From an optimization exercise on the open Yosys and OpenROAD flow, aimed at small area and a short achievable clock period; shortcuts taken in it are not production practice. Only simulation tests tie the RTL to the original design; equivalence was not proved.

Setup of rev 12:
==> flow/design.v <==
module dual_issue_decode (
	input  logic			clk,
	input  logic			reset,
	input  logic [31:0]		instr_first,
	input  logic [31:0]		instr_second,
	input  logic [7:0]		pc,
	input  logic [7:0]		branch_pc,
	input  logic			branch_taken,
	output logic [31:0]		even_instr,
	output logic [10:0]		even_op,
	output logic [1:0]		even_unit,
	output logic [6:0]		even_rt,
	output logic			even_write,
	output logic [31:0]		odd_instr,
	output logic [10:0]		odd_op,
	output logic [1:0]		odd_unit,
	output logic [6:0]		odd_rt,
	output logic			odd_write,
	output logic			first_odd,
	output logic			stall,
	output logic [7:0]		stall_pc
);
	logic [31:0] a, b;			 
	logic ea, eb, oa, ob;		 
	logic [31:0] ew, ow;
	assign ew = ({32{ea}} & a) | ({32{eb}} & b);
	assign ow = ({32{oa}} & a) | ({32{ob}} & b);
	logic e_rrr, e_ila, e_ai, e_nop, e_fx1, e_shl;
	assign e_rrr = ew[31];
	assign e_ila = ~ew[31] & ew[30] & ~ew[29] & ew[25];
	assign e_ai  = ~ew[31] & ew[28] & ew[26];
	assign e_nop = ~ew[31] & ew[30] & ~ew[29] & ~ew[25];
	assign e_fx1 = e_ila | (~ew[31] & ~ew[30] & ew[28]);
	assign e_shl = ~ew[31] & ~ew[30] & ~ew[28] & ew[27];
	logic [6:0] e_rt0;
	logic e_wr0;
	assign e_rt0 = e_rrr ? ew[27:21] : ew[6:0];
	assign e_wr0 = (ew[31] | ew[30] | ew[28] | ew[27]) & ~e_nop;
	assign even_instr = ew;
	assign even_op    = {ew[31:28], ew[27:25] & {3{~e_rrr}}, ew[24] & ~e_rrr & ~e_ila,
		ew[23:21] & {3{~(e_rrr | e_ila | e_ai)}}};
	assign even_unit  = {e_fx1, e_fx1 | e_shl};
	assign even_rt    = e_rt0;
	assign even_write = e_wr0;
	logic o_ri10, o_ri16;
	assign o_ri10 = ow[29] & ~ow[27] & ow[26];
	assign o_ri16 = ow[29] & ~ow[27] & ~ow[26];
	logic o_ls;
	assign o_ls = o_ri10 | (ow[27] & ~ow[25]);
	assign odd_instr = ow;
	assign odd_op    = {ow[31:24], ow[23] & ~o_ri10, ow[22:21] & {2{~(o_ri10 | o_ri16)}}};
	assign odd_unit  = {o_ri16, o_ls};
	assign odd_rt    = ow[6:0];
	assign odd_write = ow[27] | (ow[28] & ow[26]);
	assign first_odd = oa;
	logic [5:1][6:0]	e_rt;
	logic [5:1]			e_al;	 
	logic [2:1]			e_lg;	 
	logic [4:1][6:0]	o_rt;
	logic [4:1]			o_al;
	logic [2:1]			o_lg;	 
	always_ff @(posedge clk) begin
		e_rt[1] <= e_rt0;
		o_rt[1] <= ow[6:0];
		for (int k = 2; k <= 5; k++) e_rt[k] <= e_rt[k-1];
		for (int k = 2; k <= 4; k++) o_rt[k] <= o_rt[k-1];
		e_lg[1] <= ~(e_fx1 | e_shl);	 
		e_lg[2] <= e_lg[1];
		o_lg[1] <= o_ls;	 
		o_lg[2] <= o_lg[1];
		if (reset) begin
			for (int k = 1; k <= 5; k++) e_al[k] <= 1'b0;
			for (int k = 1; k <= 4; k++) o_al[k] <= 1'b0;
		end else begin
			e_al[1] <= even_write & ~e_fx1;	 
			e_al[2] <= e_al[1];
			e_al[3] <= e_al[2] & e_lg[2];
			e_al[4] <= e_al[3];
			e_al[5] <= e_al[4];
			o_al[1] <= odd_write;					 
			o_al[2] <= o_al[1];
			o_al[3] <= o_al[2] & o_lg[2];
			o_al[4] <= o_al[3];
		end
	end
	function automatic logic busy(input logic [6:0] r,
		input logic ew_, input logic [6:0] ert, input logic ow_, input logic [6:0] ort,
		input logic [5:1][6:0] ert_h, input logic [5:1] eal,
		input logic [4:1][6:0] ort_h, input logic [4:1] oal);
		logic b;
		b = (ew_ && r == ert) || (ow_ && r == ort);
		for (int k = 1; k <= 5; k++) b = b || (eal[k] && r == ert_h[k]);
		for (int k = 1; k <= 4; k++) b = b || (oal[k] && r == ort_h[k]);
		busy = b;
	endfunction
	logic			sel_in, hold_f, hold_s;
	logic [31:0]	f, s;
	assign f = ({32{sel_in}} & instr_first) | ({32{hold_f}} & a);
	assign s = ({32{sel_in}} & instr_second) | ({32{hold_s}} & b);
	function automatic logic [6:0] dec(input logic [31:0] w);
		logic [10:0] o;
		logic ev, od, wr, ua, ub, uc, rrr;
		o = w[31:21];
		ev = 1'b0; od = 1'b0; wr = 1'b0; ua = 1'b0; ub = 1'b0; uc = 1'b0; rrr = 1'b0;
		if (o[10:7] == 4'b1100 || o[10:7] == 4'b1110) begin
			ev = 1'b1; wr = 1'b1; ua = 1'b1; ub = 1'b1; uc = 1'b1; rrr = 1'b1;
		end else if (o[10:4] == 7'b0100001) begin
			ev = 1'b1; wr = 1'b1;
		end else if (o[10:3] == 8'b00011100) begin
			ev = 1'b1; wr = 1'b1; ua = 1'b1;
		end else if (o == 11'b00011000000 || o == 11'b00011000001 || o == 11'b00001011011
				|| o == 11'b01111000100) begin
			ev = 1'b1; wr = 1'b1; ua = 1'b1; ub = 1'b1;
		end else if (o == 11'b01000000001) begin
			ev = 1'b1;
		end else if (o[10:3] == 8'b00110100) begin
			od = 1'b1; wr = 1'b1; ua = 1'b1;
		end else if (o[10:3] == 8'b00100100) begin
			od = 1'b1; ua = 1'b1; uc = 1'b1;
		end else if (o[10:2] == 9'b001100100) begin
			od = 1'b1;
		end else if (o[10:2] == 9'b001000000) begin
			od = 1'b1; uc = 1'b1;
		end else if (o == 11'b00111000100 || o == 11'b00111011100) begin
			od = 1'b1; wr = 1'b1; ua = 1'b1; ub = 1'b1;
		end else if (o == 11'b00000000001) begin
			od = 1'b1;
		end
		dec = {ev, od, wr, ua, ub, uc, rrr};
	endfunction
	logic [6:0] df, ds;
	logic f_ev, f_od, f_wr, f_ua, f_ub, f_uc;
	logic s_ev, s_od, s_wr, s_ua, s_ub, s_uc;
	assign df = dec(f);
	assign ds = dec(s);
	assign {f_ev, f_od, f_wr, f_ua, f_ub, f_uc} = df[6:1];
	assign {s_ev, s_od, s_wr, s_ua, s_ub, s_uc} = ds[6:1];
	logic [6:0] f_rt, s_rt;
	assign f_rt = df[0] ? f[27:21] : f[6:0];
	assign s_rt = ds[0] ? s[27:21] : s[6:0];
	logic stall_first, stall_second, busy_second, same_pipe, same_dest, raw_pair;
	assign stall_first =
		   (f_ua && busy(f[13:7],  even_write, e_rt0, odd_write, ow[6:0], e_rt, e_al, o_rt, o_al))
		|| (f_ub && busy(f[20:14], even_write, e_rt0, odd_write, ow[6:0], e_rt, e_al, o_rt, o_al))
		|| (f_uc && busy(f[6:0],   even_write, e_rt0, odd_write, ow[6:0], e_rt, e_al, o_rt, o_al));
	assign busy_second =
		   (s_ua && busy(s[13:7],  even_write, e_rt0, odd_write, ow[6:0], e_rt, e_al, o_rt, o_al))
		|| (s_ub && busy(s[20:14], even_write, e_rt0, odd_write, ow[6:0], e_rt, e_al, o_rt, o_al))
		|| (s_uc && busy(s[6:0],   even_write, e_rt0, odd_write, ow[6:0], e_rt, e_al, o_rt, o_al));
	assign same_pipe = (s_ev && f_ev) || (s_od && f_od);
	assign same_dest = f_wr && s_wr && (f_rt == s_rt);
	assign raw_pair = f_wr && ((s_ua && s[13:7] == f_rt) || (s_ub && s[20:14] == f_rt)
		|| (s_uc && s[6:0] == f_rt));
	assign stall_second = stall_first || same_pipe || same_dest || raw_pair || busy_second;
	logic go_first, go_second;
	logic [7:0] pc_q, pc_x;
	logic pc_new;
	assign stall_pc = pc_new ? pc_q : pc_x;
	assign go_first = ~branch_taken & ~stall_first;
	assign go_second = ~branch_taken & ~stall_second;
	always_ff @(posedge clk) begin
		a <= f;
		b <= s;
		ea <= ~reset & go_first & f_ev;
		eb <= ~reset & go_second & s_ev;
		oa <= ~reset & go_first & f_od;
		ob <= ~reset & go_second & s_od;
		sel_in <= reset | ~(branch_taken | stall_second);
		hold_f <= ~reset & ~branch_taken & stall_first;
		hold_s <= ~reset & ~branch_taken & stall_second;
		stall <= ~reset & (branch_taken | stall_second);
		pc_q <= pc;
		pc_new <= ~reset & ~branch_taken & ~stall & stall_second;
		pc_x <= reset ? 8'd0 : branch_taken ? branch_pc + 8'd2 : stall_pc;
	end
endmodule
clock: 9.0 ns
lec_check: 0
cap_margin: 20
core_margin: 2
core_utilization: 30
place_density: 0.45
setup_slack_margin: 4.7
slew_margin: 20
standard.sh (not shown) runs the stock make flow with config.mk's settings and CLKGATE_MAP_FILE= SYNTH_SCRIPT=/design/flow/synth_recipe.tcl, a recipe that flattens the netlist after the stock synthesis.
==> flow/flow/run.sh <==
#!/bin/bash
# The standard layout, with two changes:
#  - synthesis maps with an area-oriented ABC script (flow/abc_area.script),
#    otherwise the same as synth_recipe.tcl;
#  - the port buffers are plain buf_1 cells.
set -euo pipefail
HERE=$(pwd)
export BUFFER_PORTS_ARGS="-buffer_cell sky130_fd_sc_hd__buf_1"
export MY_ABC_SCRIPT=$HERE/flow/abc_area.script
sed "s#SYNTH_SCRIPT=[^ ]*#SYNTH_SCRIPT=$HERE/flow/synth.tcl#" standard.sh > own_standard.sh
bash own_standard.sh > flow_make.log 2>&1
==> flow/flow/abc_area.script <==
strash
dch
map -a
topo
stime -c
buffer -c
upsize -c
dnsize -c
==> flow/flow/synth.tcl <==
# The standard synthesis (synth_recipe.tcl), with ABC's mapping script replaced
# by the area-oriented one next to this file.
proc synth {args} { yosys synth -nofsm -noshare {*}$args }
proc abc {args} {
  set i [lsearch -exact $args -script]
  if { $i >= 0 && [info exists ::env(MY_ABC_SCRIPT)] } {
    set args [lreplace $args $i [expr {$i + 1}] -script $::env(MY_ABC_SCRIPT)]
  }
  yosys abc {*}$args
}
source $::env(SCRIPTS_DIR)/synth.tcl
# left out here: clear keep_hierarchy, flatten, clean up, hide names made inside functions, write 1_2_yosys.v
Rev 12 ran to completion and came out clean on the timing, design-rule and antenna checks.
Inputs modified between rev 12 and rev 13:
--- a/flow/design.v
+++ b/flow/design.v
@@ -17,17 +17,20 @@
 	output logic [6:0]		odd_rt,
 	output logic			odd_write,
 	output logic			first_odd,
 	output logic			stall,
 	output logic [7:0]		stall_pc
 );
-	logic [31:0] a, b;			 
-	logic ea, eb, oa, ob;		 
+	logic [31:0] a_n, b_n;		 
+	logic ea_n, eb_n, oa_n, ob_n;	 
+	logic [31:0] a, b;
 	logic [31:0] ew, ow;
-	assign ew = ({32{ea}} & a) | ({32{eb}} & b);
-	assign ow = ({32{oa}} & a) | ({32{ob}} & b);
+	assign a = ~a_n;
+	assign b = ~b_n;
+	assign ew = ~(({32{ea_n}} | a_n) & ({32{eb_n}} | b_n));
+	assign ow = ~(({32{oa_n}} | a_n) & ({32{ob_n}} | b_n));
 	logic e_rrr, e_ila, e_ai, e_nop, e_fx1, e_shl;
 	assign e_rrr = ew[31];
 	assign e_ila = ~ew[31] & ew[30] & ~ew[29] & ew[25];
 	assign e_ai  = ~ew[31] & ew[28] & ew[26];
 	assign e_nop = ~ew[31] & ew[30] & ~ew[29] & ~ew[25];
 	assign e_fx1 = e_ila | (~ew[31] & ~ew[30] & ew[28]);
@@ -49,13 +52,13 @@
 	assign o_ls = o_ri10 | (ow[27] & ~ow[25]);
 	assign odd_instr = ow;
 	assign odd_op    = {ow[31:24], ow[23] & ~o_ri10, ow[22:21] & {2{~(o_ri10 | o_ri16)}}};
 	assign odd_unit  = {o_ri16, o_ls};
 	assign odd_rt    = ow[6:0];
 	assign odd_write = ow[27] | (ow[28] & ow[26]);
-	assign first_odd = oa;
+	assign first_odd = ~oa_n;
 	logic [5:1][6:0]	e_rt;
 	logic [5:1]			e_al;	 
 	logic [2:1]			e_lg;	 
 	logic [4:1][6:0]	o_rt;
 	logic [4:1]			o_al;
 	logic [2:1]			o_lg;	 
@@ -156,18 +159,18 @@
 	logic [7:0] pc_q, pc_x;
 	logic pc_new;
 	assign stall_pc = pc_new ? pc_q : pc_x;
 	assign go_first = ~branch_taken & ~stall_first;
 	assign go_second = ~branch_taken & ~stall_second;
 	always_ff @(posedge clk) begin
-		a <= f;
-		b <= s;
-		ea <= ~reset & go_first & f_ev;
-		eb <= ~reset & go_second & s_ev;
-		oa <= ~reset & go_first & f_od;
-		ob <= ~reset & go_second & s_od;
+		a_n <= ~f;
+		b_n <= ~s;
+		ea_n <= ~(~reset & go_first & f_ev);
+		eb_n <= ~(~reset & go_second & s_ev);
+		oa_n <= ~(~reset & go_first & f_od);
+		ob_n <= ~(~reset & go_second & s_od);
 		sel_in <= reset | ~(branch_taken | stall_second);
 		hold_f <= ~reset & ~branch_taken & stall_first;
 		hold_s <= ~reset & ~branch_taken & stall_second;
 		stall <= ~reset & (branch_taken | stall_second);
 		pc_q <= pc;
 		pc_new <= ~reset & ~branch_taken & ~stall & stall_second;
### Flow results
- The flow did not stop early for rev 13: all stages ran, and the layout cleared the timing, design-rule and antenna checks.
- Detailed-router iteration count before antenna repair: rev 13 vs rev 12 up 1
- First-pass GRT wire length is higher on rev 12
- Delta (rev 13 minus rev 12): final worst setup slack went down; post-layout minimum cycle time went up.
- Rev 12 → rev 13: met2 track demand over resource in global routing saw a decrease, pin slew with the least headroom to its limit saw a decrease, cell count saw a decrease, count of clock-buffer cells in the layout saw an increase, proportion of final cell area spent on non-clock buffers saw little to no change.
- All-layer global routing usage (lower): rev 13
- Compared to rev 12, rev 13 has count of buffers not belonging to the clock network in the layout about 1.4% lower.
- NOTE die area rev 12->rev 13 decreased slightly
- Measured against each other, rev 13 and rev 12 differ in worst hold slack after final layout, the lower figure coming from rev 12.
- | mux contribution to synthesized area | rev 12 vs rev 13 | ≈ equal |

## afterwards: timing with drivers on the ports
No port has a modelled driver above. Below, the same layouts with a new extraction and two added sets of constraints. Step 1: set_driving_cell puts a clkbuf_16 on clk and a buf_2 on each other input, an assumption about the parent block. Step 2 also shifts input and output timing later by t, the mid clock arrival at the registers, as if the neighbouring blocks saw the same clock. Three values: no drivers, after step 1, after step 2; two values: the first two.
run	t (ns)	setup WS [ns]	pins driven straight from the clock port
rev 12	0.520	4.747 / 4.742 / 4.267	1
rev 13	0.524	4.686 / 4.686 / 4.185	1
After both steps every run listed still meets setup and hold. For rev 13, which loses most, drivers alone change the setup slack by 0.000 ns; drivers and shift together by -0.501 ns.
